This design comes from an exercise in tuning for small area, a short achievable clock period and few clock cycles per item on the open sky130 flow, not from production work. In this exercise RTL edits were held to simulation tests only and were not proved equivalent to the original.

## flow/design.v (module list and top-level ports; edited modules follow where they fit)
// module wrapped_angle_slew_tracker: 219 lines
// module wast_mul_g: 730 lines
// module wast_mul_l: 890 lines
// module wast_mul_d: 1698 lines
// module wast_add20: 198 lines
// module wast_add24: 289 lines
// module wast_add18: 203 lines
// module wast_add22: 255 lines
module wrapped_angle_slew_tracker
(
	input  wire logic                  clk,
	input  wire logic                  arst_n,
	input  wire logic                  cfg_valid,
	output      logic                  cfg_ready,
	input  wire logic [wast_pkg::CFG_IDX_W-1:0]  cfg_index,
	input  wire logic [wast_pkg::CFG_DATA_W-1:0] cfg_data,
	input  wire logic                  in_valid,
	output      logic                  in_ready,
	input  wire logic [wast_pkg::CMD_W-1:0]      cmd,
	input  wire logic [wast_pkg::ANGLE_W-1:0]    angle_in,
	input  wire logic [wast_pkg::TIME_W-1:0]     elapsed_time,
	output      logic                  out_valid,
	input  wire logic                  out_ready,
	output      logic [wast_pkg::ANGLE_W-1:0]    current_angle,
	output      logic [wast_pkg::ANGLE_W-1:0]    target_angle
);
  // ...
==> flow/run.sh <==
#!/bin/bash
# synth_recipe.tcl (not shown) runs the flow's synth.tcl, then flattens the netlist and writes it again
# the make line also repeats each setting of config.mk as NAME=value (left out here)
make -C /OpenROAD-flow-scripts/flow DESIGN_CONFIG=/design/flow/config.mk WORK_HOME=/design/flow/orfs CLKGATE_MAP_FILE= SYNTH_SCRIPT=/design/flow/synth_recipe.tcl finish
==> flow/config.mk <==
export PLATFORM = sky130hd
export DESIGN_NAME = wrapped_angle_slew_tracker
export DESIGN_NICKNAME = wrapped_angle_slew_tracker
export VERILOG_FILES = /design/flow/design.v
export SDC_FILE = /design/flow/constraint.sdc
export NUM_CORES = 4
export LEC_CHECK = 0
export ABC_AREA = 1
export CAP_MARGIN = 20
export CORE_MARGIN = 2
export CORE_UTILIZATION = 50
export SETUP_SLACK_MARGIN = 3
export SLEW_MARGIN = 20
==> flow/constraint.sdc <==
create_clock -name core_clock -period 11.0 [get_ports {clk}]
set_input_delay 2.2000 -clock core_clock [delete_from_list [all_inputs] [get_ports {clk}]]
set_output_delay 2.2000 -clock core_clock [all_outputs]
set_load 0.01 [all_outputs]
==> key figures, run 1 <==
Critical path
  – CP dominant cell by count: fa_1
  – Crit-path max cell delay: 0.59 ns
  – CP Max Fanout: 23
  – Worst-path cell chain: clkdlybuf4s50_1, nor2_2, buf_6, clkinvlp_4, buf_6, o221ai_1, fa_1, fa_1, fa_1, inv_1, fa_1, inv_1, ha_1, nand2_1, o21ai_0, a21oi_2, o31ai_2, a21oi_2, o21ai_0, nor3_1, nor4b_1, and3_2, nand2_1
  – Crit path buf inv count: 6

STA
  – Final hold vios: 0
  – Peak Freq: 130 MHz

Logic synthesis
  – Synth area leader: fa_1
  – Synthesized instance count: 5115
  – Cell variety after synth: 62
  – Avg Cell Area, Syn: 7.14 um^2

Final layout
  – Number of flip-flops under the largest register name: 28
  – Layout Utilization: 0.552
  – FF+latch count: 117
  – Biggest register: g1_q
  – Area-dominant class: multi-input combinational cells
  – Seq/total area: 0.0797
  – Commonest non-fill, non-tap cell in the layout: inv_1
  – Most frequent cells in the layout: inv_1, nand2_1, fa_1, ha_1, o22ai_1

Global route
  – First-pass GRT wire length: 198000 um
  – GRT met2 Usage: 0.540
  – Largest net degree at the start of global routing: 49

Die
  – Boundary pin count: 107

Min path
  – Hold EP: slew_q[14]

Route
  – Antenna-violating nets left: 0
  – Detailed-route via count: 36000

Placed design
  – Dpl cells: 6013

Run
  – Max-cap violations: 0

CTS
  – Clock slew at reported path FFs: 0.07 ns

Status
  – Run status: finished clean
Testbench counts, summed over its fixed seeds: cycles 2,416, items 2,400.
==> module wrapped_angle_slew_tracker, before the edit <==
module wrapped_angle_slew_tracker
(
	input  wire logic                  clk,
	input  wire logic                  arst_n,
	input  wire logic                  cfg_valid,
	output      logic                  cfg_ready,
	input  wire logic [wast_pkg::CFG_IDX_W-1:0]  cfg_index,
	input  wire logic [wast_pkg::CFG_DATA_W-1:0] cfg_data,
	input  wire logic                  in_valid,
	output      logic                  in_ready,
	input  wire logic [wast_pkg::CMD_W-1:0]      cmd,
	input  wire logic [wast_pkg::ANGLE_W-1:0]    angle_in,
	input  wire logic [wast_pkg::TIME_W-1:0]     elapsed_time,
	output      logic                  out_valid,
	input  wire logic                  out_ready,
	output      logic [wast_pkg::ANGLE_W-1:0]    current_angle,
	output      logic [wast_pkg::ANGLE_W-1:0]    target_angle
);
	localparam logic [16:0] FULL17 = 17'd46080;
	localparam logic [16:0] HALF17 = 17'd23040;
	logic [wast_pkg::SLEW_W-1:0]  slew_q;
	logic [wast_pkg::GAIN_W-1:0]  gain_q;
	logic        v1_q;
	logic [1:0]  c1_q;
	logic [27:0] g1_q;
	logic [15:0] l1_q;
	logic        gz1_q;
	logic [15:0] goal_q;
	logic [14:0] dmag_q;
	logic        dneg_q;
	logic        out_valid_q;
	logic        adv;
	logic [15:0] angle_f;
	logic [31:0] gd_s, gd_c;
	logic [35:0] sd_s, sd_c;
	logic [31:0] gd;
	logic [35:0] sd;
	logic [15:0] lim_sat;
	logic [15:0] cur_c;
	assign cfg_ready = 1'b1;
	assign adv       = v1_q && (!out_valid_q || out_ready);
	assign in_ready  = !v1_q || !out_valid_q || out_ready;
	assign out_valid = out_valid_q;
	always_ff @(posedge clk or negedge arst_n) begin
		if (!arst_n) begin
			slew_q <= wast_pkg::RESET_SLEW;
			gain_q <= wast_pkg::RESET_GAIN;
		end else if (cfg_valid) begin
			case (cfg_index)
				wast_pkg::REG_MAX_SLEW: slew_q <= cfg_data[wast_pkg::SLEW_W-1:0];
				wast_pkg::REG_GAIN:     gain_q <= cfg_data[wast_pkg::GAIN_W-1:0];
				default: ;
			endcase
		end
	end
	assign angle_f = (angle_in >= wast_pkg::FULL_TURN) ? angle_in - wast_pkg::FULL_TURN : angle_in;
	logic [17:0] gain3;
	logic [21:0] slew3;
	wast_add18 u_gain3 (.a({2'b00, gain_q}), .b({1'b0, gain_q, 1'b0}), .s(gain3), .co());
	wast_add22 u_slew3 (.a({2'b00, slew_q}), .b({1'b0, slew_q, 1'b0}), .s(slew3), .co());
	wast_mul_g u_mul_g (.x(gain_q), .x3(gain3), .y(elapsed_time), .s(gd_s), .c(gd_c));
	wast_mul_l u_mul_l (.x(slew_q), .x3(slew3), .y(elapsed_time), .s(sd_s), .c(sd_c));
	assign gd = gd_s + gd_c;
	assign sd = sd_s + sd_c;
	assign lim_sat = (sd[35:31] != '0) ? 16'h8000 : {1'b0, sd[30:16]};
	always_ff @(posedge clk or negedge arst_n) begin
		if (!arst_n) begin
			v1_q        <= 1'b0;
			out_valid_q <= 1'b0;
		end else begin
			if (in_ready)
				v1_q <= in_valid;
			if (adv)
				out_valid_q <= 1'b1;
			else if (out_ready)
				out_valid_q <= 1'b0;
		end
	end
	always_ff @(posedge clk) begin
		if (in_ready) begin
			c1_q  <= cmd;
			g1_q  <= {(gd[31:28] != '0) ? 4'hF : gd[27:24], gd[23:0]};
			l1_q  <= (cmd == wast_pkg::CMD_TICK) ? lim_sat : angle_f;
			gz1_q <= (gain_q == '0) || (elapsed_time == '0);
		end
	end
	always_comb begin
		logic [16:0] t;
		if (dneg_q) begin
			t = {1'b0, goal_q} + {2'b00, dmag_q};
			cur_c = (t >= FULL17) ? 16'(t - FULL17) : t[15:0];
		end else begin
			t = {1'b0, goal_q} - {2'b00, dmag_q};
			cur_c = t[16] ? 16'(t + FULL17) : t[15:0];
		end
	end
	assign current_angle = cur_c;
	assign target_angle  = goal_q;
	logic [14:0] zmask;
	logic [23:0] lor;
	logic        rnd;
	logic [43:0] q_s, q_c;
	logic [19:0] sh, ch;
	logic        q_lo_co;
	logic        cin;
	logic [19:0] ad, al, a12;
	logic [19:0] sd1, cd1, sl1, cl1, s121, c121;
	logic [19:0] yd, yl, y12;
	logic        sneg;
	logic        lo, hi;
	logic [16:0] r_l, r_13;
	logic [14:0] tk_mag;
	logic        tk_neg;
	logic [15:0] gz_t;
	always_comb begin
		lor[0] = g1_q[0];
		for (int k = 1; k < 24; k++)
			lor[k] = lor[k-1] | g1_q[k];
		for (int i = 0; i < 15; i++)
			zmask[i] = lor[23-i];
	end
	assign rnd = dneg_q && ((dmag_q & zmask) != '0);
	wast_mul_d u_mul_d (.x(g1_q), .y(dmag_q), .e(rnd), .s(q_s), .c(q_c));
	assign sh   = ~q_s[43:24];
	assign ch   = ~q_c[43:24];
	wast_add24 u_add_lo (.a(q_s[23:0]), .b(q_c[23:0]), .s(), .co(q_lo_co));
	assign cin  = ~q_lo_co;
	assign ad   = {5'b0, dmag_q};
	assign al   = {4'b0, l1_q};
	assign a12  = 20'd12;
	assign sd1  = ad ^ sh ^ ch;
	assign cd1  = (ad & sh) | (ad & ch) | (sh & ch);
	assign sl1  = al ^ sh ^ ch;
	assign cl1  = (al & sh) | (al & ch) | (sh & ch);
	assign s121 = a12 ^ sh ^ ch;
	assign c121 = (a12 & sh) | (a12 & ch) | (sh & ch);
	wast_add20 u_add_d  (.a(sd1),  .b({cd1[18:0], 1'b1}),  .ci(cin), .s(yd),  .co());
	wast_add20 u_add_l  (.a(sl1),  .b({cl1[18:0], 1'b1}),  .ci(cin), .s(yl),  .co());
	wast_add20 u_add_12 (.a(s121), .b({c121[18:0], 1'b1}), .ci(cin), .s(y12), .co());
	always_comb begin
		logic sel_m, sel_l;
		logic [14:0] v_m, v_l, v_13;
		hi   = yl[19];
		lo   = !y12[19];
		sneg = dneg_q && !gz1_q && (dmag_q != '0);
		r_l  = {2'b00, dmag_q} - {1'b0, l1_q};
		r_13 = {2'b00, dmag_q} - 17'd13;
		sel_m = !hi && !lo;
		sel_l = hi && (sneg || !lo);
		v_m  = yd[19]   ? 15'd0 : yd[14:0];
		v_l  = r_l[16]  ? 15'd0 : r_l[14:0];
		v_13 = r_13[16] ? 15'd0 : r_13[14:0];
		gz_t = {1'b0, dmag_q} + 16'd13;
		if (dneg_q && gz1_q && !r_13[16]) begin
			if ({1'b0, gz_t} > HALF17) begin
				tk_mag = 15'(FULL17 - {1'b0, gz_t});
				tk_neg = 1'b0;
			end else if ({1'b0, gz_t} == HALF17) begin
				tk_mag = 15'(HALF17);
				tk_neg = (goal_q < wast_pkg::HALF_TURN);
			end else begin
				tk_mag = gz_t[14:0];
				tk_neg = 1'b1;
			end
		end else begin
			tk_mag = sel_m ? v_m : sel_l ? v_l : v_13;
			tk_neg = dneg_q;
		end
	end
	logic [15:0] wx, wy;
	logic [16:0] wraw, wdiff;
	logic [14:0] w_mag;
	logic        w_neg;
	always_comb begin
		if (c1_q == wast_pkg::CMD_SET_TARGET) begin
			wx = l1_q;
			wy = cur_c;
		end else begin
			wx = goal_q;
			wy = l1_q;
		end
		wraw = {1'b0, wx} - {1'b0, wy};
		if (!wraw[16] && wraw > HALF17)
			wdiff = wraw - FULL17;
		else if (wraw[16] && (17'(-wraw) > HALF17))
			wdiff = wraw + FULL17;
		else
			wdiff = wraw;
		w_neg = wdiff[16];
		w_mag = w_neg ? 15'(-wdiff) : wdiff[14:0];
	end
	always_ff @(posedge clk or negedge arst_n) begin
		if (!arst_n) begin
			goal_q <= '0;
			dmag_q <= '0;
			dneg_q <= 1'b0;
		end else if (adv) begin
			case (c1_q)
				wast_pkg::CMD_TICK: begin
					dmag_q <= tk_mag;
					dneg_q <= tk_neg;
				end
				wast_pkg::CMD_SET_TARGET: begin
					goal_q <= l1_q;
					dmag_q <= w_mag;
					dneg_q <= w_neg;
				end
				wast_pkg::CMD_SET_CUR: begin
					dmag_q <= w_mag;
					dneg_q <= w_neg;
				end
				default: begin
					dmag_q <= '0;
					dneg_q <= 1'b0;
				end
			endcase
		end
	end
endmodule
==> run 2: changes to the inputs <==
--- a/flow/design.v
+++ b/flow/design.v
@@ -43,6 +43,10 @@
 	localparam logic [16:0] HALF17 = 17'd23040;
 	logic [wast_pkg::SLEW_W-1:0]  slew_q;
 	logic [wast_pkg::GAIN_W-1:0]  gain_q;
+	logic        v0_q;
+	logic [1:0]  c0_q;
+	logic [15:0] t0_q;
+	logic        s1_load;
 	logic        v1_q;
 	logic [1:0]  c1_q;
 	logic [27:0] g1_q;
@@ -62,7 +66,8 @@
 	logic [15:0] cur_c;
 	assign cfg_ready = 1'b1;
 	assign adv       = v1_q && (!out_valid_q || out_ready);
-	assign in_ready  = !v1_q || !out_valid_q || out_ready;
+	assign s1_load   = !v1_q || !out_valid_q || out_ready;
+	assign in_ready  = !v0_q || s1_load;
 	assign out_valid = out_valid_q;
 	always_ff @(posedge clk or negedge arst_n) begin
 		if (!arst_n) begin
@@ -79,20 +84,25 @@
 	assign angle_f = (angle_in >= wast_pkg::FULL_TURN) ? angle_in - wast_pkg::FULL_TURN : angle_in;
 	logic [17:0] gain3;
 	logic [21:0] slew3;
-	wast_add18 u_gain3 (.a({2'b00, gain_q}), .b({1'b0, gain_q, 1'b0}), .s(gain3), .co());
-	wast_add22 u_slew3 (.a({2'b00, slew_q}), .b({1'b0, slew_q, 1'b0}), .s(slew3), .co());
-	wast_mul_g u_mul_g (.x(gain_q), .x3(gain3), .y(elapsed_time), .s(gd_s), .c(gd_c));
-	wast_mul_l u_mul_l (.x(slew_q), .x3(slew3), .y(elapsed_time), .s(sd_s), .c(sd_c));
+	always_ff @(posedge clk) begin
+		gain3 <= {2'b00, gain_q} + {1'b0, gain_q, 1'b0};
+		slew3 <= {2'b00, slew_q} + {1'b0, slew_q, 1'b0};
+	end
+	wast_mul_g u_mul_g (.x(gain_q), .x3(gain3), .y(t0_q), .s(gd_s), .c(gd_c));
+	wast_mul_l u_mul_l (.x(slew_q), .x3(slew3), .y(t0_q), .s(sd_s), .c(sd_c));
 	assign gd = gd_s + gd_c;
 	assign sd = sd_s + sd_c;
 	assign lim_sat = (sd[35:31] != '0) ? 16'h8000 : {1'b0, sd[30:16]};
 	always_ff @(posedge clk or negedge arst_n) begin
 		if (!arst_n) begin
+			v0_q        <= 1'b0;
 			v1_q        <= 1'b0;
 			out_valid_q <= 1'b0;
 		end else begin
 			if (in_ready)
-				v1_q <= in_valid;
+				v0_q <= in_valid;
+			if (s1_load)
+				v1_q <= v0_q;
 			if (adv)
 				out_valid_q <= 1'b1;
 			else if (out_ready)
@@ -101,10 +111,14 @@
 	end
 	always_ff @(posedge clk) begin
 		if (in_ready) begin
-			c1_q  <= cmd;
+			c0_q <= cmd;
+			t0_q <= (cmd == wast_pkg::CMD_TICK) ? elapsed_time : angle_f;
+		end
+		if (s1_load) begin
+			c1_q  <= c0_q;
 			g1_q  <= {(gd[31:28] != '0) ? 4'hF : gd[27:24], gd[23:0]};
-			l1_q  <= (cmd == wast_pkg::CMD_TICK) ? lim_sat : angle_f;
-			gz1_q <= (gain_q == '0) || (elapsed_time == '0);
+			l1_q  <= (c0_q == wast_pkg::CMD_TICK) ? lim_sat : t0_q;
+			gz1_q <= (gain_q == '0) || (t0_q == '0);
 		end
 	end
 	always_comb begin
@@ -135,10 +149,15 @@
 	logic [14:0] tk_mag;
 	logic        tk_neg;
 	logic [15:0] gz_t;
+	logic        use_m;
+	logic [14:0] v_m;
+	logic [5:0][23:0] lp;
 	always_comb begin
-		lor[0] = g1_q[0];
-		for (int k = 1; k < 24; k++)
-			lor[k] = lor[k-1] | g1_q[k];
+		lp[0] = g1_q[23:0];
+		for (int l = 0; l < 5; l++)
+			for (int i = 0; i < 24; i++)
+				lp[l+1][i] = ((i >> l) & 1) ? (lp[l][i] | lp[l][((i >> l) << l) - 1]) : lp[l][i];
+		lor = lp[5];
 		for (int i = 0; i < 15; i++)
 			zmask[i] = lor[23-i];
 	end
@@ -170,7 +189,6 @@
 		r_13 = {2'b00, dmag_q} - 17'd13;
 		sel_m = !hi && !lo;
 		sel_l = hi && (sneg || !lo);
-		v_m  = yd[19]   ? 15'd0 : yd[14:0];
 		v_l  = r_l[16]  ? 15'd0 : r_l[14:0];
 		v_13 = r_13[16] ? 15'd0 : r_13[14:0];
 		gz_t = {1'b0, dmag_q} + 16'd13;
@@ -185,9 +203,11 @@
 				tk_mag = gz_t[14:0];
 				tk_neg = 1'b1;
 			end
+			use_m = 1'b0;
 		end else begin
-			tk_mag = sel_m ? v_m : sel_l ? v_l : v_13;
+			tk_mag = sel_l ? v_l : v_13;
 			tk_neg = dneg_q;
+			use_m  = sel_m;
 		end
 	end
 	logic [15:0] wx, wy;
@@ -212,31 +232,40 @@
 		w_neg = wdiff[16];
 		w_mag = w_neg ? 15'(-wdiff) : wdiff[14:0];
 	end
+	logic [14:0] nx_mag;
+	logic        nx_neg;
+	always_comb begin
+		case (c1_q)
+			wast_pkg::CMD_TICK: begin
+				nx_mag = tk_mag;
+				nx_neg = tk_neg;
+			end
+			wast_pkg::CMD_SET_TARGET, wast_pkg::CMD_SET_CUR: begin
+				nx_mag = w_mag;
+				nx_neg = w_neg;
+			end
+			default: begin
+				nx_mag = '0;
+				nx_neg = 1'b0;
+			end
+		endcase
+	end
+	assign v_m = yd[19] ? 15'd0 : yd[14:0];
 	always_ff @(posedge clk or negedge arst_n) begin
 		if (!arst_n) begin
 			goal_q <= '0;
 			dmag_q <= '0;
 			dneg_q <= 1'b0;
 		end else if (adv) begin
-			case (c1_q)
-				wast_pkg::CMD_TICK: begin
-					dmag_q <= tk_mag;
-					dneg_q <= tk_neg;
-				end
-				wast_pkg::CMD_SET_TARGET: begin
-					goal_q <= l1_q;
-					dmag_q <= w_mag;
-					dneg_q <= w_neg;
-				end
-				wast_pkg::CMD_SET_CUR: begin
-					dmag_q <= w_mag;
-					dneg_q <= w_neg;
-				end
-				default: begin
-					dmag_q <= '0;
-					dneg_q <= 1'b0;
-				end
-			endcase
+			if (c1_q == wast_pkg::CMD_SET_TARGET)
+				goal_q <= l1_q;
+			if (c1_q == wast_pkg::CMD_TICK && use_m) begin
+				dmag_q <= v_m;
+				dneg_q <= dneg_q;
+			end else begin
+				dmag_q <= nx_mag;
+				dneg_q <= nx_neg;
+			end
 		end
 	end
 endmodule
@@ -3625,633 +3654,133 @@
 	logic g0_19, p0_19;
 	assign g0_19 = a[19] & b[19];
 	assign p0_19 = a[19] ^ b[19];
-	logic G1_1;
-	assign G1_1 = g0_0 | (p0_0 & ci);
-	logic G1_3;
-	assign G1_3 = g0_2 | (p0_2 & g0_1);
-	logic P1_3;
-	assign P1_3 = p0_2 & p0_1;
-	logic G1_5;
-	assign G1_5 = g0_4 | (p0_4 & g0_3);
-	logic P1_5;
-	assign P1_5 = p0_4 & p0_3;
-	logic G1_7;
-	assign G1_7 = g0_6 | (p0_6 & g0_5);
-	logic P1_7;
-	assign P1_7 = p0_6 & p0_5;
-	logic G1_9;
-	assign G1_9 = g0_8 | (p0_8 & g0_7);
-	logic P1_9;
-	assign P1_9 = p0_8 & p0_7;
-	logic G1_11;
-	assign G1_11 = g0_10 | (p0_10 & g0_9);
-	logic P1_11;
-	assign P1_11 = p0_10 & p0_9;
-	logic G1_13;
-	assign G1_13 = g0_12 | (p0_12 & g0_11);
-	logic P1_13;
-	assign P1_13 = p0_12 & p0_11;
-	logic G1_15;
-	assign G1_15 = g0_14 | (p0_14 & g0_13);
-	logic P1_15;
-	assign P1_15 = p0_14 & p0_13;
-	logic G1_17;
-	assign G1_17 = g0_16 | (p0_16 & g0_15);
-	logic P1_17;
-	assign P1_17 = p0_16 & p0_15;
-	logic G1_19;
-	assign G1_19 = g0_18 | (p0_18 & g0_17);
-	logic P1_19;
-	assign P1_19 = p0_18 & p0_17;
-	logic G2_2;
-	assign G2_2 = g0_1 | (p0_1 & G1_1);
-	logic G2_3;
-	assign G2_3 = G1_3 | (P1_3 & G1_1);
-	logic G2_6;
-	assign G2_6 = g0_5 | (p0_5 & G1_5);
-	logic P2_6;
-	assign P2_6 = p0_5 & P1_5;
-	logic G2_7;
-	assign G2_7 = G1_7 | (P1_7 & G1_5);
-	logic P2_7;
-	assign P2_7 = P1_7 & P1_5;
-	logic G2_10;
-	assign G2_10 = g0_9 | (p0_9 & G1_9);
-	logic P2_10;
-	assign P2_10 = p0_9 & P1_9;
-	logic G2_11;
-	assign G2_11 = G1_11 | (P1_11 & G1_9);
-	logic P2_11;
-	assign P2_11 = P1_11 & P1_9;
-	logic G2_14;
-	assign G2_14 = g0_13 | (p0_13 & G1_13);
-	logic P2_14;
-	assign P2_14 = p0_13 & P1_13;
-	logic G2_15;
-	assign G2_15 = G1_15 | (P1_15 & G1_13);
-	logic P2_15;
-	assign P2_15 = P1_15 & P1_13;
-	logic G2_18;
-	assign G2_18 = g0_17 | (p0_17 & G1_17);
-	logic P2_18;
-	assign P2_18 = p0_17 & P1_17;
-	logic G2_19;
-	assign G2_19 = G1_19 | (P1_19 & G1_17);
-	logic P2_19;
-	assign P2_19 = P1_19 & P1_17;
-	logic G3_4;
-	assign G3_4 = g0_3 | (p0_3 & G2_3);
-	logic G3_5;
-	assign G3_5 = G1_5 | (P1_5 & G2_3);
-	logic G3_6;
-	assign G3_6 = G2_6 | (P2_6 & G2_3);
-	logic G3_7;
-	assign G3_7 = G2_7 | (P2_7 & G2_3);
-	logic G3_12;
-	assign G3_12 = g0_11 | (p0_11 & G2_11);
-	logic P3_12;
-	assign P3_12 = p0_11 & P2_11;
-	logic G3_13;
-	assign G3_13 = G1_13 | (P1_13 & G2_11);
-	logic P3_13;
-	assign P3_13 = P1_13 & P2_11;
-	logic G3_14;
-	assign G3_14 = G2_14 | (P2_14 & G2_11);
-	logic P3_14;
-	assign P3_14 = P2_14 & P2_11;
-	logic G3_15;
-	assign G3_15 = G2_15 | (P2_15 & G2_11);
-	logic P3_15;
-	assign P3_15 = P2_15 & P2_11;
-	logic G3_20;
-	assign G3_20 = g0_19 | (p0_19 & G2_19);
-	logic P3_20;
-	assign P3_20 = p0_19 & P2_19;
-	logic G4_8;
-	assign G4_8 = g0_7 | (p0_7 & G3_7);
-	logic G4_9;
-	assign G4_9 = G1_9 | (P1_9 & G3_7);
-	logic G4_10;
-	assign G4_10 = G2_10 | (P2_10 & G3_7);
-	logic G4_11;
-	assign G4_11 = G2_11 | (P2_11 & G3_7);
-	logic G4_12;
-	assign G4_12 = G3_12 | (P3_12 & G3_7);
-	logic G4_13;
-	assign G4_13 = G3_13 | (P3_13 & G3_7);
-	logic G4_14;
-	assign G4_14 = G3_14 | (P3_14 & G3_7);
-	logic G4_15;
-	assign G4_15 = G3_15 | (P3_15 & G3_7);
-	logic G5_16;
-	assign G5_16 = g0_15 | (p0_15 & G4_15);
-	logic G5_17;
-	assign G5_17 = G1_17 | (P1_17 & G4_15);
-	logic G5_18;
-	assign G5_18 = G2_18 | (P2_18 & G4_15);
-	logic G5_19;
-	assign G5_19 = G2_19 | (P2_19 & G4_15);
-	logic G5_20;
-	assign G5_20 = G3_20 | (P3_20 & G4_15);
-	assign s = {p0_19 ^ G5_19, p0_18 ^ G5_18, p0_17 ^ G5_17, p0_16 ^ G5_16, p0_15 ^ G4_15, p0_14 ^ G4_14, p0_13 ^ G4_13, p0_12 ^ G4_12, p0_11 ^ G4_11, p0_10 ^ G4_10, p0_9 ^ G4_9, p0_8 ^ G4_8, p0_7 ^ G3_7, p0_6 ^ G3_6, p0_5 ^ G3_5, p0_4 ^ G3_4, p0_3 ^ G2_3, p0_2 ^ G2_2, p0_1 ^ G1_1, p0_0 ^ ci};
-	assign co = G5_20;
-endmodule
-module wast_add24 (
-	input  wire logic [23:0] a,
-	input  wire logic [23:0] b,
-	output logic [23:0] s,
-	output logic co
-);
-	logic g0_0, p0_0;
-	assign g0_0 = a[0] & b[0];
-	assign p0_0 = a[0] ^ b[0];
-	logic g0_1, p0_1;
-	assign g0_1 = a[1] & b[1];
-	assign p0_1 = a[1] ^ b[1];
-	logic g0_2, p0_2;
-	assign g0_2 = a[2] & b[2];
-	assign p0_2 = a[2] ^ b[2];
-	logic g0_3, p0_3;
-	assign g0_3 = a[3] & b[3];
-	assign p0_3 = a[3] ^ b[3];
-	logic g0_4, p0_4;
-	assign g0_4 = a[4] & b[4];
-	assign p0_4 = a[4] ^ b[4];
-	logic g0_5, p0_5;
-	assign g0_5 = a[5] & b[5];
-	assign p0_5 = a[5] ^ b[5];
-	logic g0_6, p0_6;
-	assign g0_6 = a[6] & b[6];
-	assign p0_6 = a[6] ^ b[6];
-	logic g0_7, p0_7;
-	assign g0_7 = a[7] & b[7];
-	assign p0_7 = a[7] ^ b[7];
-	logic g0_8, p0_8;
-	assign g0_8 = a[8] & b[8];
-	assign p0_8 = a[8] ^ b[8];
-	logic g0_9, p0_9;
-	assign g0_9 = a[9] & b[9];
-	assign p0_9 = a[9] ^ b[9];
-	logic g0_10, p0_10;
-	assign g0_10 = a[10] & b[10];
-	assign p0_10 = a[10] ^ b[10];
-	logic g0_11, p0_11;
-	assign g0_11 = a[11] & b[11];
-	assign p0_11 = a[11] ^ b[11];
-	logic g0_12, p0_12;
-	assign g0_12 = a[12] & b[12];
-	assign p0_12 = a[12] ^ b[12];
-	logic g0_13, p0_13;
-	assign g0_13 = a[13] & b[13];
-	assign p0_13 = a[13] ^ b[13];
-	logic g0_14, p0_14;
-	assign g0_14 = a[14] & b[14];
-	assign p0_14 = a[14] ^ b[14];
-	logic g0_15, p0_15;
-	assign g0_15 = a[15] & b[15];
-	assign p0_15 = a[15] ^ b[15];
-	logic g0_16, p0_16;
-	assign g0_16 = a[16] & b[16];
-	assign p0_16 = a[16] ^ b[16];
-	logic g0_17, p0_17;
-	assign g0_17 = a[17] & b[17];
-	assign p0_17 = a[17] ^ b[17];
-	logic g0_18, p0_18;
-	assign g0_18 = a[18] & b[18];
-	assign p0_18 = a[18] ^ b[18];
-	logic g0_19, p0_19;
-	assign g0_19 = a[19] & b[19];
-	assign p0_19 = a[19] ^ b[19];
-	logic g0_20, p0_20;
-	assign g0_20 = a[20] & b[20];
-	assign p0_20 = a[20] ^ b[20];
-	logic g0_21, p0_21;
-	assign g0_21 = a[21] & b[21];
-	assign p0_21 = a[21] ^ b[21];
-	logic g0_22, p0_22;
-	assign g0_22 = a[22] & b[22];
-	assign p0_22 = a[22] ^ b[22];
-	logic g0_23, p0_23;
-	assign g0_23 = a[23] & b[23];
-	assign p0_23 = a[23] ^ b[23];
-	logic G1_1;
+	logic G1_1, P1_1;
 	assign G1_1 = g0_1 | (p0_1 & g0_0);
-	logic P1_1;
 	assign P1_1 = p0_1 & p0_0;
-	logic G1_3;
+	logic G1_3, P1_3;
 	assign G1_3 = g0_3 | (p0_3 & g0_2);
-	logic P1_3;
 	assign P1_3 = p0_3 & p0_2;
-	logic G1_5;
+	logic G1_5, P1_5;
 	assign G1_5 = g0_5 | (p0_5 & g0_4);
-	logic P1_5;
 	assign P1_5 = p0_5 & p0_4;
-	logic G1_7;
+	logic G1_7, P1_7;
 	assign G1_7 = g0_7 | (p0_7 & g0_6);
-	logic P1_7;
 	assign P1_7 = p0_7 & p0_6;
-	logic G1_9;
+	logic G1_9, P1_9;
 	assign G1_9 = g0_9 | (p0_9 & g0_8);
-	logic P1_9;
 	assign P1_9 = p0_9 & p0_8;
-	logic G1_11;
+	logic G1_11, P1_11;
 	assign G1_11 = g0_11 | (p0_11 & g0_10);
-	logic P1_11;
 	assign P1_11 = p0_11 & p0_10;
-	logic G1_13;
+	logic G1_13, P1_13;
 	assign G1_13 = g0_13 | (p0_13 & g0_12);
-	logic P1_13;
 	assign P1_13 = p0_13 & p0_12;
-	logic G1_15;
+	logic G1_15, P1_15;
 	assign G1_15 = g0_15 | (p0_15 & g0_14);
-	logic P1_15;
 	assign P1_15 = p0_15 & p0_14;
-	logic G1_17;
+	logic G1_17, P1_17;
 	assign G1_17 = g0_17 | (p0_17 & g0_16);
-	logic P1_17;
 	assign P1_17 = p0_17 & p0_16;
-	logic G1_19;
+	logic G1_19, P1_19;
 	assign G1_19 = g0_19 | (p0_19 & g0_18);
-	logic P1_19;
 	assign P1_19 = p0_19 & p0_18;
-	logic G1_21;
-	assign G1_21 = g0_21 | (p0_21 & g0_20);
-	logic P1_21;
-	assign P1_21 = p0_21 & p0_20;
-	logic G1_23;
-	assign G1_23 = g0_23 | (p0_23 & g0_22);
-	logic P1_23;
-	assign P1_23 = p0_23 & p0_22;
-	logic G2_2;
+	logic G2_2, P2_2;
 	assign G2_2 = g0_2 | (p0_2 & G1_1);
-	logic P2_2;
 	assign P2_2 = p0_2 & P1_1;
-	logic G2_3;
+	logic G2_3, P2_3;
 	assign G2_3 = G1_3 | (P1_3 & G1_1);
-	logic P2_3;
 	assign P2_3 = P1_3 & P1_1;
-	logic G2_6;
+	logic G2_6, P2_6;
 	assign G2_6 = g0_6 | (p0_6 & G1_5);
-	logic P2_6;
 	assign P2_6 = p0_6 & P1_5;
-	logic G2_7;
+	logic G2_7, P2_7;
 	assign G2_7 = G1_7 | (P1_7 & G1_5);
-	logic P2_7;
 	assign P2_7 = P1_7 & P1_5;
-	logic G2_10;
+	logic G2_10, P2_10;
 	assign G2_10 = g0_10 | (p0_10 & G1_9);
-	logic P2_10;
 	assign P2_10 = p0_10 & P1_9;
-	logic G2_11;
+	logic G2_11, P2_11;
 	assign G2_11 = G1_11 | (P1_11 & G1_9);
-	logic P2_11;
 	assign P2_11 = P1_11 & P1_9;
-	logic G2_14;
+	logic G2_14, P2_14;
 	assign G2_14 = g0_14 | (p0_14 & G1_13);
-	logic P2_14;
 	assign P2_14 = p0_14 & P1_13;
-	logic G2_15;
+	logic G2_15, P2_15;
 	assign G2_15 = G1_15 | (P1_15 & G1_13);
-	logic P2_15;
 	assign P2_15 = P1_15 & P1_13;
-	logic G2_18;
+	logic G2_18, P2_18;
 	assign G2_18 = g0_18 | (p0_18 & G1_17);
-	logic P2_18;
 	assign P2_18 = p0_18 & P1_17;
-	logic G2_19;
+	logic G2_19, P2_19;
 	assign G2_19 = G1_19 | (P1_19 & G1_17);
-	logic P2_19;
 	assign P2_19 = P1_19 & P1_17;
-	logic G2_22;
-	assign G2_22 = g0_22 | (p0_22 & G1_21);
-	logic P2_22;
-	assign P2_22 = p0_22 & P1_21;
-	logic G2_23;
-	assign G2_23 = G1_23 | (P1_23 & G1_21);
-	logic P2_23;
-	assign P2_23 = P1_23 & P1_21;
-	logic G3_4;
+	logic G3_4, P3_4;
 	assign G3_4 = g0_4 | (p0_4 & G2_3);
-	logic P3_4;
 	assign P3_4 = p0_4 & P2_3;
-	logic G3_5;
+	logic G3_5, P3_5;
 	assign G3_5 = G1_5 | (P1_5 & G2_3);
-	logic P3_5;
 	assign P3_5 = P1_5 & P2_3;
-	logic G3_6;
+	logic G3_6, P3_6;
 	assign G3_6 = G2_6 | (P2_6 & G2_3);
-	logic P3_6;
 	assign P3_6 = P2_6 & P2_3;
-	logic G3_7;
+	logic G3_7, P3_7;
 	assign G3_7 = G2_7 | (P2_7 & G2_3);
-	logic P3_7;
 	assign P3_7 = P2_7 & P2_3;
-	logic G3_12;
+	logic G3_12, P3_12;
 	assign G3_12 = g0_12 | (p0_12 & G2_11);
-	logic P3_12;
 	assign P3_12 = p0_12 & P2_11;
-	logic G3_13;
+	logic G3_13, P3_13;
 	assign G3_13 = G1_13 | (P1_13 & G2_11);
-	logic P3_13;
 	assign P3_13 = P1_13 & P2_11;
-	logic G3_14;
+	logic G3_14, P3_14;
 	assign G3_14 = G2_14 | (P2_14 & G2_11);
-	logic P3_14;
 	assign P3_14 = P2_14 & P2_11;
-	logic G3_15;
+	logic G3_15, P3_15;
 	assign G3_15 = G2_15 | (P2_15 & G2_11);
-	logic P3_15;
 	assign P3_15 = P2_15 & P2_11;
-	logic G3_20;
-	assign G3_20 = g0_20 | (p0_20 & G2_19);
-	logic P3_20;
-	assign P3_20 = p0_20 & P2_19;
-	logic G3_21;
-	assign G3_21 = G1_21 | (P1_21 & G2_19);
-	logic P3_21;
-	assign P3_21 = P1_21 & P2_19;
-	logic G3_22;
-	assign G3_22 = G2_22 | (P2_22 & G2_19);
-	logic P3_22;
-	assign P3_22 = P2_22 & P2_19;
-	logic G3_23;
-	assign G3_23 = G2_23 | (P2_23 & G2_19);
-	logic P3_23;
-	assign P3_23 = P2_23 & P2_19;
-	logic G4_8;
+	logic G4_8, P4_8;
 	assign G4_8 = g0_8 | (p0_8 & G3_7);
-	logic P4_8;
 	assign P4_8 = p0_8 & P3_7;
-	logic G4_9;
+	logic G4_9, P4_9;
 	assign G4_9 = G1_9 | (P1_9 & G3_7);
-	logic P4_9;
 	assign P4_9 = P1_9 & P3_7;
-	logic G4_10;
+	logic G4_10, P4_10;
 	assign G4_10 = G2_10 | (P2_10 & G3_7);
-	logic P4_10;
 	assign P4_10 = P2_10 & P3_7;
-	logic G4_11;
+	logic G4_11, P4_11;
 	assign G4_11 = G2_11 | (P2_11 & G3_7);
-	logic P4_11;
 	assign P4_11 = P2_11 & P3_7;
-	logic G4_12;
+	logic G4_12, P4_12;
 	assign G4_12 = G3_12 | (P3_12 & G3_7);
-	logic P4_12;
 	assign P4_12 = P3_12 & P3_7;
-	logic G4_13;
+	logic G4_13, P4_13;
 	assign G4_13 = G3_13 | (P3_13 & G3_7);
-	logic P4_13;
 	assign P4_13 = P3_13 & P3_7;
-	logic G4_14;
+	logic G4_14, P4_14;
 	assign G4_14 = G3_14 | (P3_14 & G3_7);
-	logic P4_14;
 	assign P4_14 = P3_14 & P3_7;
-	logic G4_15;
+	logic G4_15, P4_15;
 	assign G4_15 = G3_15 | (P3_15 & G3_7);
-	logic P4_15;
 	assign P4_15 = P3_15 & P3_7;
-	logic G5_16;
+	logic G5_16, P5_16;
 	assign G5_16 = g0_16 | (p0_16 & G4_15);
-	logic P5_16;
 	assign P5_16 = p0_16 & P4_15;
-	logic G5_17;
+	logic G5_17, P5_17;
 	assign G5_17 = G1_17 | (P1_17 & G4_15);
-	logic P5_17;
 	assign P5_17 = P1_17 & P4_15;
-	logic G5_18;
+	logic G5_18, P5_18;
 	assign G5_18 = G2_18 | (P2_18 & G4_15);
-	logic P5_18;
 	assign P5_18 = P2_18 & P4_15;
-	logic G5_19;
+	logic G5_19, P5_19;
 	assign G5_19 = G2_19 | (P2_19 & G4_15);
-	logic P5_19;
 	assign P5_19 = P2_19 & P4_15;
-	logic G5_20;
-	assign G5_20 = G3_20 | (P3_20 & G4_15);
-	logic P5_20;
-	assign P5_20 = P3_20 & P4_15;
-	logic G5_21;
-	assign G5_21 = G3_21 | (P3_21 & G4_15);
-	logic P5_21;
-	assign P5_21 = P3_21 & P4_15;
-	logic G5_22;
-	assign G5_22 = G3_22 | (P3_22 & G4_15);
-	logic P5_22;
-	assign P5_22 = P3_22 & P4_15;
-	logic G5_23;
-	assign G5_23 = G3_23 | (P3_23 & G4_15);
-	logic P5_23;
-	assign P5_23 = P3_23 & P4_15;
-	assign s = {p0_23 ^ G5_22, p0_22 ^ G5_21, p0_21 ^ G5_20, p0_20 ^ G5_19, p0_19 ^ G5_18, p0_18 ^ G5_17, p0_17 ^ G5_16, p0_16 ^ G4_15, p0_15 ^ G4_14, p0_14 ^ G4_13, p0_13 ^ G4_12, p0_12 ^ G4_11, p0_11 ^ G4_10, p0_10 ^ G4_9, p0_9 ^ G4_8, p0_8 ^ G3_7, p0_7 ^ G3_6, p0_6 ^ G3_5, p0_5 ^ G3_4, p0_4 ^ G2_3, p0_3 ^ G2_2, p0_2 ^ G1_1, p0_1 ^ g0_0, p0_0 ^ 1'b0};
-	assign co = G5_23;
+	assign s = {p0_19 ^ (G5_18 | (P5_18 & ci)), p0_18 ^ (G5_17 | (P5_17 & ci)), p0_17 ^ (G5_16 | (P5_16 & ci)), p0_16 ^ (G4_15 | (P4_15 & ci)), p0_15 ^ (G4_14 | (P4_14 & ci)), p0_14 ^ (G4_13 | (P4_13 & ci)), p0_13 ^ (G4_12 | (P4_12 & ci)), p0_12 ^ (G4_11 | (P4_11 & ci)), p0_11 ^ (G4_10 | (P4_10 & ci)), p0_10 ^ (G4_9 | (P4_9 & ci)), p0_9 ^ (G4_8 | (P4_8 & ci)), p0_8 ^ (G3_7 | (P3_7 & ci)), p0_7 ^ (G3_6 | (P3_6 & ci)), p0_6 ^ (G3_5 | (P3_5 & ci)), p0_5 ^ (G3_4 | (P3_4 & ci)), p0_4 ^ (G2_3 | (P2_3 & ci)), p0_3 ^ (G2_2 | (P2_2 & ci)), p0_2 ^ (G1_1 | (P1_1 & ci)), p0_1 ^ (g0_0 | (p0_0 & ci)), p0_0 ^ ci};
+	assign co = G5_19 | (P5_19 & ci);
 endmodule
-module wast_add18 (
-	input  wire logic [17:0] a,
-	input  wire logic [17:0] b,
-	output logic [17:0] s,
-	output logic co
-);
-	logic g0_0, p0_0;
-	assign g0_0 = a[0] & b[0];
-	assign p0_0 = a[0] ^ b[0];
-	logic g0_1, p0_1;
-	assign g0_1 = a[1] & b[1];
-	assign p0_1 = a[1] ^ b[1];
-	logic g0_2, p0_2;
-	assign g0_2 = a[2] & b[2];
-	assign p0_2 = a[2] ^ b[2];
-	logic g0_3, p0_3;
-	assign g0_3 = a[3] & b[3];
-	assign p0_3 = a[3] ^ b[3];
-	logic g0_4, p0_4;
-	assign g0_4 = a[4] & b[4];
-	assign p0_4 = a[4] ^ b[4];
-	logic g0_5, p0_5;
-	assign g0_5 = a[5] & b[5];
-	assign p0_5 = a[5] ^ b[5];
-	logic g0_6, p0_6;
-	assign g0_6 = a[6] & b[6];
-	assign p0_6 = a[6] ^ b[6];
-	logic g0_7, p0_7;
-	assign g0_7 = a[7] & b[7];
-	assign p0_7 = a[7] ^ b[7];
-	logic g0_8, p0_8;
-	assign g0_8 = a[8] & b[8];
-	assign p0_8 = a[8] ^ b[8];
-	logic g0_9, p0_9;
-	assign g0_9 = a[9] & b[9];
-	assign p0_9 = a[9] ^ b[9];
-	logic g0_10, p0_10;
-	assign g0_10 = a[10] & b[10];
-	assign p0_10 = a[10] ^ b[10];
-	logic g0_11, p0_11;
-	assign g0_11 = a[11] & b[11];
-	assign p0_11 = a[11] ^ b[11];
-	logic g0_12, p0_12;
-	assign g0_12 = a[12] & b[12];
-	assign p0_12 = a[12] ^ b[12];
-	logic g0_13, p0_13;
-	assign g0_13 = a[13] & b[13];
-	assign p0_13 = a[13] ^ b[13];
-	logic g0_14, p0_14;
-	assign g0_14 = a[14] & b[14];
-	assign p0_14 = a[14] ^ b[14];
-	logic g0_15, p0_15;
-	assign g0_15 = a[15] & b[15];
-	assign p0_15 = a[15] ^ b[15];
-	logic g0_16, p0_16;
-	assign g0_16 = a[16] & b[16];
-	assign p0_16 = a[16] ^ b[16];
-	logic g0_17, p0_17;
-	assign g0_17 = a[17] & b[17];
-	assign p0_17 = a[17] ^ b[17];
-	logic G1_1;
-	assign G1_1 = g0_1 | (p0_1 & g0_0);
-	logic P1_1;
-	assign P1_1 = p0_1 & p0_0;
-	logic G1_3;
-	assign G1_3 = g0_3 | (p0_3 & g0_2);
-	logic P1_3;
-	assign P1_3 = p0_3 & p0_2;
-	logic G1_5;
-	assign G1_5 = g0_5 | (p0_5 & g0_4);
-	logic P1_5;
-	assign P1_5 = p0_5 & p0_4;
-	logic G1_7;
-	assign G1_7 = g0_7 | (p0_7 & g0_6);
-	logic P1_7;
-	assign P1_7 = p0_7 & p0_6;
-	logic G1_9;
-	assign G1_9 = g0_9 | (p0_9 & g0_8);
-	logic P1_9;
-	assign P1_9 = p0_9 & p0_8;
-	logic G1_11;
-	assign G1_11 = g0_11 | (p0_11 & g0_10);
-	logic P1_11;
-	assign P1_11 = p0_11 & p0_10;
-	logic G1_13;
-	assign G1_13 = g0_13 | (p0_13 & g0_12);
-	logic P1_13;
-	assign P1_13 = p0_13 & p0_12;
-	logic G1_15;
-	assign G1_15 = g0_15 | (p0_15 & g0_14);
-	logic P1_15;
-	assign P1_15 = p0_15 & p0_14;
-	logic G1_17;
-	assign G1_17 = g0_17 | (p0_17 & g0_16);
-	logic P1_17;
-	assign P1_17 = p0_17 & p0_16;
-	logic G2_2;
-	assign G2_2 = g0_2 | (p0_2 & G1_1);
-	logic P2_2;
-	assign P2_2 = p0_2 & P1_1;
-	logic G2_3;
-	assign G2_3 = G1_3 | (P1_3 & G1_1);
-	logic P2_3;
-	assign P2_3 = P1_3 & P1_1;
-	logic G2_6;
-	assign G2_6 = g0_6 | (p0_6 & G1_5);
-	logic P2_6;
-	assign P2_6 = p0_6 & P1_5;
-	logic G2_7;
-	assign G2_7 = G1_7 | (P1_7 & G1_5);
-	logic P2_7;
-	assign P2_7 = P1_7 & P1_5;
-	logic G2_10;
-	assign G2_10 = g0_10 | (p0_10 & G1_9);
-	logic P2_10;
-	assign P2_10 = p0_10 & P1_9;
-	logic G2_11;
-	assign G2_11 = G1_11 | (P1_11 & G1_9);
-	logic P2_11;
-	assign P2_11 = P1_11 & P1_9;
-	logic G2_14;
-	assign G2_14 = g0_14 | (p0_14 & G1_13);
-	logic P2_14;
-	assign P2_14 = p0_14 & P1_13;
-	logic G2_15;
-	assign G2_15 = G1_15 | (P1_15 & G1_13);
-	logic P2_15;
-	assign P2_15 = P1_15 & P1_13;
-	logic G3_4;
-	assign G3_4 = g0_4 | (p0_4 & G2_3);
-	logic P3_4;
-	assign P3_4 = p0_4 & P2_3;
-	logic G3_5;
-	assign G3_5 = G1_5 | (P1_5 & G2_3);
-	logic P3_5;
-	assign P3_5 = P1_5 & P2_3;
-	logic G3_6;
-	assign G3_6 = G2_6 | (P2_6 & G2_3);
-	logic P3_6;
-	assign P3_6 = P2_6 & P2_3;
-	logic G3_7;
-	assign G3_7 = G2_7 | (P2_7 & G2_3);
-	logic P3_7;
-	assign P3_7 = P2_7 & P2_3;
-	logic G3_12;
-	assign G3_12 = g0_12 | (p0_12 & G2_11);
-	logic P3_12;
-	assign P3_12 = p0_12 & P2_11;
-	logic G3_13;
-	assign G3_13 = G1_13 | (P1_13 & G2_11);
-	logic P3_13;
-	assign P3_13 = P1_13 & P2_11;
-	logic G3_14;
-	assign G3_14 = G2_14 | (P2_14 & G2_11);
-	logic P3_14;
-	assign P3_14 = P2_14 & P2_11;
-	logic G3_15;
-	assign G3_15 = G2_15 | (P2_15 & G2_11);
-	logic P3_15;
-	assign P3_15 = P2_15 & P2_11;
-	logic G4_8;
-	assign G4_8 = g0_8 | (p0_8 & G3_7);
-	logic P4_8;
-	assign P4_8 = p0_8 & P3_7;
-	logic G4_9;
-	assign G4_9 = G1_9 | (P1_9 & G3_7);
-	logic P4_9;
-	assign P4_9 = P1_9 & P3_7;
-	logic G4_10;
-	assign G4_10 = G2_10 | (P2_10 & G3_7);
-	logic P4_10;
-	assign P4_10 = P2_10 & P3_7;
-	logic G4_11;
-	assign G4_11 = G2_11 | (P2_11 & G3_7);
-	logic P4_11;
-	assign P4_11 = P2_11 & P3_7;
-	logic G4_12;
-	assign G4_12 = G3_12 | (P3_12 & G3_7);
-	logic P4_12;
-	assign P4_12 = P3_12 & P3_7;
-	logic G4_13;
-	assign G4_13 = G3_13 | (P3_13 & G3_7);
-	logic P4_13;
-	assign P4_13 = P3_13 & P3_7;
-	logic G4_14;
-	assign G4_14 = G3_14 | (P3_14 & G3_7);
-	logic P4_14;
-	assign P4_14 = P3_14 & P3_7;
-	logic G4_15;
-	assign G4_15 = G3_15 | (P3_15 & G3_7);
-	logic P4_15;
-	assign P4_15 = P3_15 & P3_7;
-	logic G5_16;
-	assign G5_16 = g0_16 | (p0_16 & G4_15);
-	logic P5_16;
-	assign P5_16 = p0_16 & P4_15;
-	logic G5_17;
-	assign G5_17 = G1_17 | (P1_17 & G4_15);
-	logic P5_17;
-	assign P5_17 = P1_17 & P4_15;
-	assign s = {p0_17 ^ G5_16, p0_16 ^ G4_15, p0_15 ^ G4_14, p0_14 ^ G4_13, p0_13 ^ G4_12, p0_12 ^ G4_11, p0_11 ^ G4_10, p0_10 ^ G4_9, p0_9 ^ G4_8, p0_8 ^ G3_7, p0_7 ^ G3_6, p0_6 ^ G3_5, p0_5 ^ G3_4, p0_4 ^ G2_3, p0_3 ^ G2_2, p0_2 ^ G1_1, p0_1 ^ g0_0, p0_0 ^ 1'b0};
-	assign co = G5_17;
-endmodule
-module wast_add22 (
-	input  wire logic [21:0] a,
-	input  wire logic [21:0] b,
-	output logic [21:0] s,
+module wast_add24 (
+	input  wire logic [23:0] a,
+	input  wire logic [23:0] b,
+	output logic [23:0] s,
 	output logic co
 );
 	logic g0_0, p0_0;
@@ -4320,6 +3849,12 @@
 	logic g0_21, p0_21;
 	assign g0_21 = a[21] & b[21];
 	assign p0_21 = a[21] ^ b[21];
+	logic g0_22, p0_22;
+	assign g0_22 = a[22] & b[22];
+	assign p0_22 = a[22] ^ b[22];
+	logic g0_23, p0_23;
+	assign g0_23 = a[23] & b[23];
+	assign p0_23 = a[23] ^ b[23];
 	logic G1_1;
 	assign G1_1 = g0_1 | (p0_1 & g0_0);
 	logic P1_1;
@@ -4364,6 +3899,10 @@
 	assign G1_21 = g0_21 | (p0_21 & g0_20);
 	logic P1_21;
 	assign P1_21 = p0_21 & p0_20;
+	logic G1_23;
+	assign G1_23 = g0_23 | (p0_23 & g0_22);
+	logic P1_23;
+	assign P1_23 = p0_23 & p0_22;
 	logic G2_2;
 	assign G2_2 = g0_2 | (p0_2 & G1_1);
 	logic P2_2;
@@ -4404,6 +3943,14 @@
 	assign G2_19 = G1_19 | (P1_19 & G1_17);
 	logic P2_19;
 	assign P2_19 = P1_19 & P1_17;
+	logic G2_22;
+	assign G2_22 = g0_22 | (p0_22 & G1_21);
+	logic P2_22;
+	assign P2_22 = p0_22 & P1_21;
+	logic G2_23;
+	assign G2_23 = G1_23 | (P1_23 & G1_21);
+	logic P2_23;
+	assign P2_23 = P1_23 & P1_21;
 	logic G3_4;
 	assign G3_4 = g0_4 | (p0_4 & G2_3);
 	logic P3_4;
@@ -4444,6 +3991,14 @@
 	assign G3_21 = G1_21 | (P1_21 & G2_19);
 	logic P3_21;
 	assign P3_21 = P1_21 & P2_19;
+	logic G3_22;
+	assign G3_22 = G2_22 | (P2_22 & G2_19);
+	logic P3_22;
+	assign P3_22 = P2_22 & P2_19;
+	logic G3_23;
+	assign G3_23 = G2_23 | (P2_23 & G2_19);
+	logic P3_23;
+	assign P3_23 = P2_23 & P2_19;
 	logic G4_8;
 	assign G4_8 = g0_8 | (p0_8 & G3_7);
 	logic P4_8;
@@ -4500,7 +4055,15 @@
 	assign G5_21 = G3_21 | (P3_21 & G4_15);
 	logic P5_21;
 	assign P5_21 = P3_21 & P4_15;
-	assign s = {p0_21 ^ G5_20, p0_20 ^ G5_19, p0_19 ^ G5_18, p0_18 ^ G5_17, p0_17 ^ G5_16, p0_16 ^ G4_15, p0_15 ^ G4_14, p0_14 ^ G4_13, p0_13 ^ G4_12, p0_12 ^ G4_11, p0_11 ^ G4_10, p0_10 ^ G4_9, p0_9 ^ G4_8, p0_8 ^ G3_7, p0_7 ^ G3_6, p0_6 ^ G3_5, p0_5 ^ G3_4, p0_4 ^ G2_3, p0_3 ^ G2_2, p0_2 ^ G1_1, p0_1 ^ g0_0, p0_0 ^ 1'b0};
-	assign co = G5_21;
+	logic G5_22;
+	assign G5_22 = G3_22 | (P3_22 & G4_15);
+	logic P5_22;
+	assign P5_22 = P3_22 & P4_15;
+	logic G5_23;
+	assign G5_23 = G3_23 | (P3_23 & G4_15);
+	logic P5_23;
+	assign P5_23 = P3_23 & P4_15;
+	assign s = {p0_23 ^ G5_22, p0_22 ^ G5_21, p0_21 ^ G5_20, p0_20 ^ G5_19, p0_19 ^ G5_18, p0_18 ^ G5_17, p0_17 ^ G5_16, p0_16 ^ G4_15, p0_15 ^ G4_14, p0_14 ^ G4_13, p0_13 ^ G4_12, p0_12 ^ G4_11, p0_11 ^ G4_10, p0_10 ^ G4_9, p0_9 ^ G4_8, p0_8 ^ G3_7, p0_7 ^ G3_6, p0_6 ^ G3_5, p0_5 ^ G3_4, p0_4 ^ G2_3, p0_3 ^ G2_2, p0_2 ^ G1_1, p0_1 ^ g0_0, p0_0 ^ 1'b0};
+	assign co = G5_23;
 endmodule
 `default_nettype wire
==> flow/flow/run.sh (new file) <==
#!/bin/bash
# Standard layout, with one netlist clean-up between synthesis and floorplan:
# flow/faopt.py removes inverters around full adders by flipping the polarity
# of full adders (a full adder is self-dual), without changing the logic.
set -euo pipefail
R="$PWD/orfs/results/${FLOW_PLATFORM}/wrapped_angle_slew_tracker/base"
bash standard.sh synth > synth.log 2>&1
python3 flow/faopt.py "$R/1_2_yosys.v" "$R/1_2_yosys.faopt.v" > faopt.log 2>&1
grep -c "sky130_fd_sc_hd__inv" "$R/1_2_yosys.v" "$R/1_2_yosys.faopt.v" >> faopt.log 2>&1 || true
cp "$R/1_2_yosys.v" "$R/1_2_yosys.standard.v"
mv "$R/1_2_yosys.faopt.v" "$R/1_2_yosys.v"
bash standard.sh > layout.log 2>&1
==> flow/flow/faopt.py (new file) <==
#!/usr/bin/env python3
"""Polarity clean-up of a mapped sky130 netlist: a full adder is self-dual,
FA(~a, ~b, ~c) = ~FA(a, b, c) for both outputs, so a full adder whose inputs
arrive through inverters can take the inverters' inputs instead and hand its
outputs on inverted. Each flip is kept only when it removes more inverters
than it adds. The logic function of the netlist is unchanged.

usage: faopt.py IN.v OUT.v
"""
import re
import sys

INV = re.compile(r"sky130_fd_sc_hd__(clk)?inv_\d+$")
FA = re.compile(r"sky130_fd_sc_hd__fa_\d+$")
OUTP = {"X", "Y", "Q", "Q_N", "SUM", "COUT", "HI", "LO"}
CELL = re.compile(r"^(\s*)(sky130_fd_sc_hd__\w+)\s+(\S+)\s*\((.*?)\);", re.S | re.M)
PIN = re.compile(r"\.(\w+)\(\s*((?:\\\S+\s*(?:\[\d+\])?)|[^()\s]+)\s*\)")


def norm(s):
    return " ".join(s.split())


def main():
    src = open(sys.argv[1]).read()
    mod_end = src.rindex("endmodule")
    cells = {}
    order = []
    for m in CELL.finditer(src):
        typ, name, body = m.group(2), m.group(3), m.group(4)
        pins = {p: norm(n) for p, n in PIN.findall(body)}
        cells[name] = [typ, pins]
        order.append(name)
    if "assign " in src[: mod_end]:
        # aliases would need net merging; leave such netlists alone
        open(sys.argv[2], "w").write(src)
        return

    drv = {}
    loads = {}

    def rebuild():
        drv.clear()
        loads.clear()
        for name, (typ, pins) in cells.items():
            for p, n in pins.items():
                if p in OUTP:
                    drv[n] = (name, p)
                else:
                    loads.setdefault(n, []).append((name, p))

    rebuild()
    ports = set(re.findall(r"^\s*(?:input|output)\s+(?:wire\s+)?(?:\[[^\]]*\]\s*)?(\S+?)\s*;", src, re.M))
    # nets that are (bits of) module ports are never rewired away
    def is_port(n):
        base = n.split("[")[0].strip().lstrip("\\")
        return base in ports or n in ports

    newwires = []
    counter = [0]

    def inv_src(n):
        """If net n is driven by an inverter, the inverter's input net."""
        d = drv.get(n)
        if d and INV.match(cells[d[0]][0]):
            return cells[d[0]][1]["A"]
        return None

    def inv_of(n):
        """An existing inverter output for net n, or None."""
        for (c, p) in loads.get(n, []):
            if INV.match(cells[c][0]) and p == "A":
                return cells[c][1]["Y"]
        return None

    def new_inv(n):
        counter[0] += 1
        name = f"_faopt_inv_{counter[0]}_"
        out = f"_faopt_n_{counter[0]}_"
        newwires.append(out)
        cells[name] = ["sky130_fd_sc_hd__inv_1", {"A": n, "Y": out}]
        order.append(name)
        drv[out] = (name, "Y")
        loads.setdefault(n, []).append((name, "A"))
        return out

    def gain(fa):
        """Inverters saved by flipping fa (positive is better)."""
        typ, pins = cells[fa]
        g = 0
        for p in ("A", "B", "CIN"):
            n = pins[p]
            if inv_src(n) is not None:
                # this load leaves the inverter; the inverter dies if it was its only load
                if len(loads.get(n, [])) == 1 and not is_port(n):
                    g += 1
            else:
                if inv_of(n) is None:
                    g -= 1
        for p in ("SUM", "COUT"):
            n = pins[p]
            if is_port(n):
                return -99
            ls = loads.get(n, [])
            invs = [c for c, q in ls if INV.match(cells[c][0]) and not is_port(cells[c][1]["Y"])]
            others = [c for c, q in ls if c not in invs]
            g += len(invs)
            if others:
                g -= 1
        return g

    def flip(fa):
        typ, pins = cells[fa]
        for p in ("A", "B", "CIN"):
            n = pins[p]
            loads[n].remove((fa, p))
            s = inv_src(n)
            if s is not None:
                pins[p] = s
                if not loads[n] and not is_port(n):
                    dead = drv[n][0]
                    loads[cells[dead][1]["A"]].remove((dead, "A"))
                    del drv[n]
                    del cells[dead]
            else:
                y = inv_of(n) or new_inv(n)
                pins[p] = y
            loads.setdefault(pins[p], []).append((fa, p))
        for p in ("SUM", "COUT"):
            n = pins[p]
            ls = list(loads.get(n, []))
            invs = [c for c, q in ls if INV.match(cells[c][0]) and not is_port(cells[c][1]["Y"])]
            others = [(c, q) for c, q in ls if c not in invs]
            # n now carries the complement; inverters on n become wires
            for c in invs:
                y = cells[c][1]["Y"]
                for (lc, lp) in loads.get(y, []):
                    cells[lc][1][lp] = n
                    loads.setdefault(n, []).append((lc, lp))
                loads.pop(y, None)
                drv.pop(y, None)
                loads[n].remove((c, "A"))
                del cells[c]
            if others:
                y = new_inv(n)
                for (lc, lp) in others:
                    cells[lc][1][lp] = y
                    loads[n].remove((lc, lp))
                    loads.setdefault(y, []).append((lc, lp))

    for _ in range(6):
        changed = 0
        for name in list(order):
            if name in cells and FA.match(cells[name][0]):
                if gain(name) > 0:
                    flip(name)
                    changed += 1
        if not changed:
            break

    # write the module back: header and declarations, then cells
    head = src[: CELL.search(src).start()]
    decl = "".join(f"  wire {w};\n" for w in newwires)
    body = []
    for name in order:
        if name not in cells:
            continue
        typ, pins = cells[name]
        conns = ",\n".join(f"    .{p}({n} )" if n.startswith("\\") else f"    .{p}({n})" for p, n in pins.items())
        body.append(f"  {typ} {name} (\n{conns}\n  );\n")
    tail = src[mod_end:]
    open(sys.argv[2], "w").write(head + decl + "".join(body) + tail)


if __name__ == "__main__":
    main()
==> flow/standard.sh (new file) <==
#!/bin/bash
# synth_recipe.tcl (not shown) runs the flow's synth.tcl, then flattens the netlist and writes it again
# the make line also repeats each setting of config.mk as NAME=value (left out here)
make -C /OpenROAD-flow-scripts/flow DESIGN_CONFIG=/design/flow/config.mk WORK_HOME=/design/flow/orfs CLKGATE_MAP_FILE= SYNTH_SCRIPT=/design/flow/synth_recipe.tcl "${@:-finish}"
--- a/flow/config.mk
+++ b/flow/config.mk
@@ -8,6 +8,6 @@
 export ABC_AREA = 1
 export CAP_MARGIN = 20
 export CORE_MARGIN = 2
-export CORE_UTILIZATION = 50
-export SETUP_SLACK_MARGIN = 3
+export CORE_UTILIZATION = 65
+export SETUP_SLACK_MARGIN = 5
 export SLEW_MARGIN = 20
removed: flow/run.sh
==> run 2 against run 1 <==
  * Clock skew grew 0.0060 ns
  * Maximum frequency grew 13%
  * Critical path type is now reg2reg
  * Register-to-register slack gained 0.79 ns
==> key figures, run 2 <==
Critical path
  – Slowest CP cell: nor2_4
  – Worst path required time: 11.44 ns
  – CP Class: reg2reg
  – Crit-path max cell delay: 0.58 ns (about the same)
  – CP dominant cell by count: fa_1
  – FF-to-FF path depth: 28
  – Nature of the critical path endpoint: flop
  – Startpoint Class: flop
  – Arrival time worst endpoint: 7.26 ns
  – CP Max Fanout: 16 (-30%)

Min path
  – Worst hold stages: 1
  – Hold WC Path Type: reg2reg

Placed design
  – Dpl cells: 5372 (-11%)
  – Placed cell areas: 37900 um^2
  – RePlAce Congestion: 1.02
  – I/O Buffers: 93
  – HPWL Detailed: 90300 um
  – Worst slack, placed: 2.91 ns

STA
  – Fin Setup TNS: 0 ns
  – WHS: 0.481 ns
  – Final slew viol count: 0
  – Final hold vios: 0 (unchanged)
  – Fin Clk Skew: 0.0227 ns
  – Max_slew headroom: 0.296
  – Slew @ Worst Pin: 1.06 ns
  – Tmin final: 6.82 ns
  – Peak Freq: 147 MHz (+13%)
  – Final Worst Setup Slack: 4.18 ns
  – Setup Viol. Count Final: 0
  – Final period util: 0.620
  – RSZ-0062 raised after global routing: yes

Final layout
  – Layout cell share with drive strength beyond 1: 0.137
  – Fill count: 4348
  – Final Net Count: 5638
  – Number of flip-flops under the largest register name: 28 (unchanged)
  – Ant. Diodes: 0
  – Final instance area: 41500 um^2
  – Final std cells w/o fill: 5588
  – Area Growth Syn to Fin: 14.3%
  – Commonest non-fill, non-tap cell in the layout: nand2_1
  – Biggest register: g1_q
  – Biggest registers after layout: g1_q (28), slew3 (22), slew_q (20)
  – Most frequent cells in the layout: nand2_1, inv_1, fa_1, o22ai_1, a21oi_1

Route
  – Detailed-route via count: 36400 (+1.3%)
  – Via/cell ratio: 6.52
  – Final WL: 128000 um
  – Antenna-violating nets left: 0 (unchanged)
  – Initial DRC count: 4801
  – DR pass1 iterations: 9
  – Residual DRC: 0
  – Wirelength per Cell: 22.9 um

Global route
  – First-pass GRT wire length: 192000 um (-2.8%)
  – Number of global-route vias before repair: 34500
  – Antenna violations before repair: 0
  – Total grt overflow: 0
  – Total track usage: 0.432
  – Largest net degree at the start of global routing: 58 (+18%)

Logic synthesis
  – Synthesized instance count: 4706 (-8.0%)
  – Avg Cell Area, Syn: 7.72 um^2 (+8.1%)
  – Synthesized area: 36400 um^2
  – Syn. warnings: 1
  – Syn Nets: 5517

Die
  – Boundary pin count: 107 (unchanged)
  – Rows: 86
  – Placeable core area: 55200 um^2
  – Die Ht: 240 um
  – Die Span X: 240 um
  – Die area: 57800 um^2
  – Starting Density: 0.659

CTS
  – Root Driver: clkbuf_16
  – Worst-Skew Late Latency: 0.53 ns
  – TritonCTS clock tree: done
  – CTS H-tree depth: 4
  – CTS max path bufs: 2
  – CTS Buf Count: 17
  – Clk sinks: 176
  – Clock slew at reported path FFs: 0.08 ns (about the same)

Run
  – Max-cap violations: 0 (unchanged)

Status
  – Run status: finished clean
run 2: per-layer routing:
layer	vias up	track usage	share of wire
met5	-	0	0
met4	0	0.242	0.074
met3	620	0.118	0.12
met2	2592	0.649	0.43
met1	16800	0.562	0.38
li1	16400	-	-
run 2: stage by stage:
step,utilization
floorplan,-
global placement,0.686
detailed placement,0.686
CTS,0.724
global route,0.752
finish,0.752
run 2: repair_timing:
action                                  4_1_cts  5_1_grt
hold buffers                                  0        0
gates cloned                                 10        6
endpoints found under the setup margin       43       43
pin swaps                                    98      105
setup buffers                                82       86
resized for setup                           202      214
run 2: layout make-up:
| class | instances | area, um^2 | share of cell area |
|---|---|---|---|
| Sequential cell | 176 | 4560 | 0.110 |
| Multi-Input combinational cell | 3674 | 29900 | 0.719 |
| Clock inverter | 14 | 153 | 0.00368 |
| Tap cell | 748 | 936 | 0.0225 |
| Timing Repair inverter | 5 | 38.8 | 0.000934 |
| Inverter | 640 | 2570 | 0.0619 |
| Clock buffer | 18 | 430 | 0.0104 |
| Timing Repair Buffer | 313 | 2980 | 0.0717 |
run 2: worst max-delay path: cells and delay by family, from the launching register on:
family,cells,cell delay (ns)
AO/OA/AOI/OAI,6,0.93
adder cells (fa/ha/maj),7,3.05
AND/OR/NAND/NOR,9,1.48
buffers and inverters,5,0.62
XOR/XNOR,1,0.29
flip-flops,1,0.37
run 2: worst paths after layout:
kind	from	endpoint	slack [ns]
min in group asynchronous	arst_n	slew_q[19]	1.64
max	dmag_q[11]	dmag_q[5]	4.18
max reg2reg	dmag_q[11]	dmag_q[5]	4.18
max in group asynchronous	arst_n	dmag_q[3]	8.35
min reg2reg	v0_q	v1_q	0.48
min	v0_q	v1_q	0.48
Testbench counts of run 2, summed over its fixed seeds: cycles 2,424, items 2,400.

[what the ideal ports hide]
The results above use ideal ports. As a check the final layouts listed here were re-extracted and re-timed, cells and wires unchanged. Step 1, drivers: a clkbuf_16 drives clk and a buf_2 each remaining input, both assumed. Step 2, shift: input delay + t, output delay - t, t = (earliest + latest rising clock arrival at the registers) / 2. This alone moves slack from input paths to output paths. Three values: no drivers, after step 1, after step 2; two values: the first two.
| run | t, ns | setup slack, ns | clock arrival spread, ns | pins driven straight from the clock port |
|---|---|---|---|---|
| run 1 | 0.557 | 3.280 / 3.320 / 2.762 | 0.020 / 0.021 | 1 |
| run 2 | 0.579 | 4.181 / 4.181 / 4.181 | 0.023 / 0.022 | 1 |
After both steps setup and hold are still met in every run listed. For run 1, which loses most, drivers alone change the setup slack by +0.040 ns; drivers and shift together by -0.518 ns.
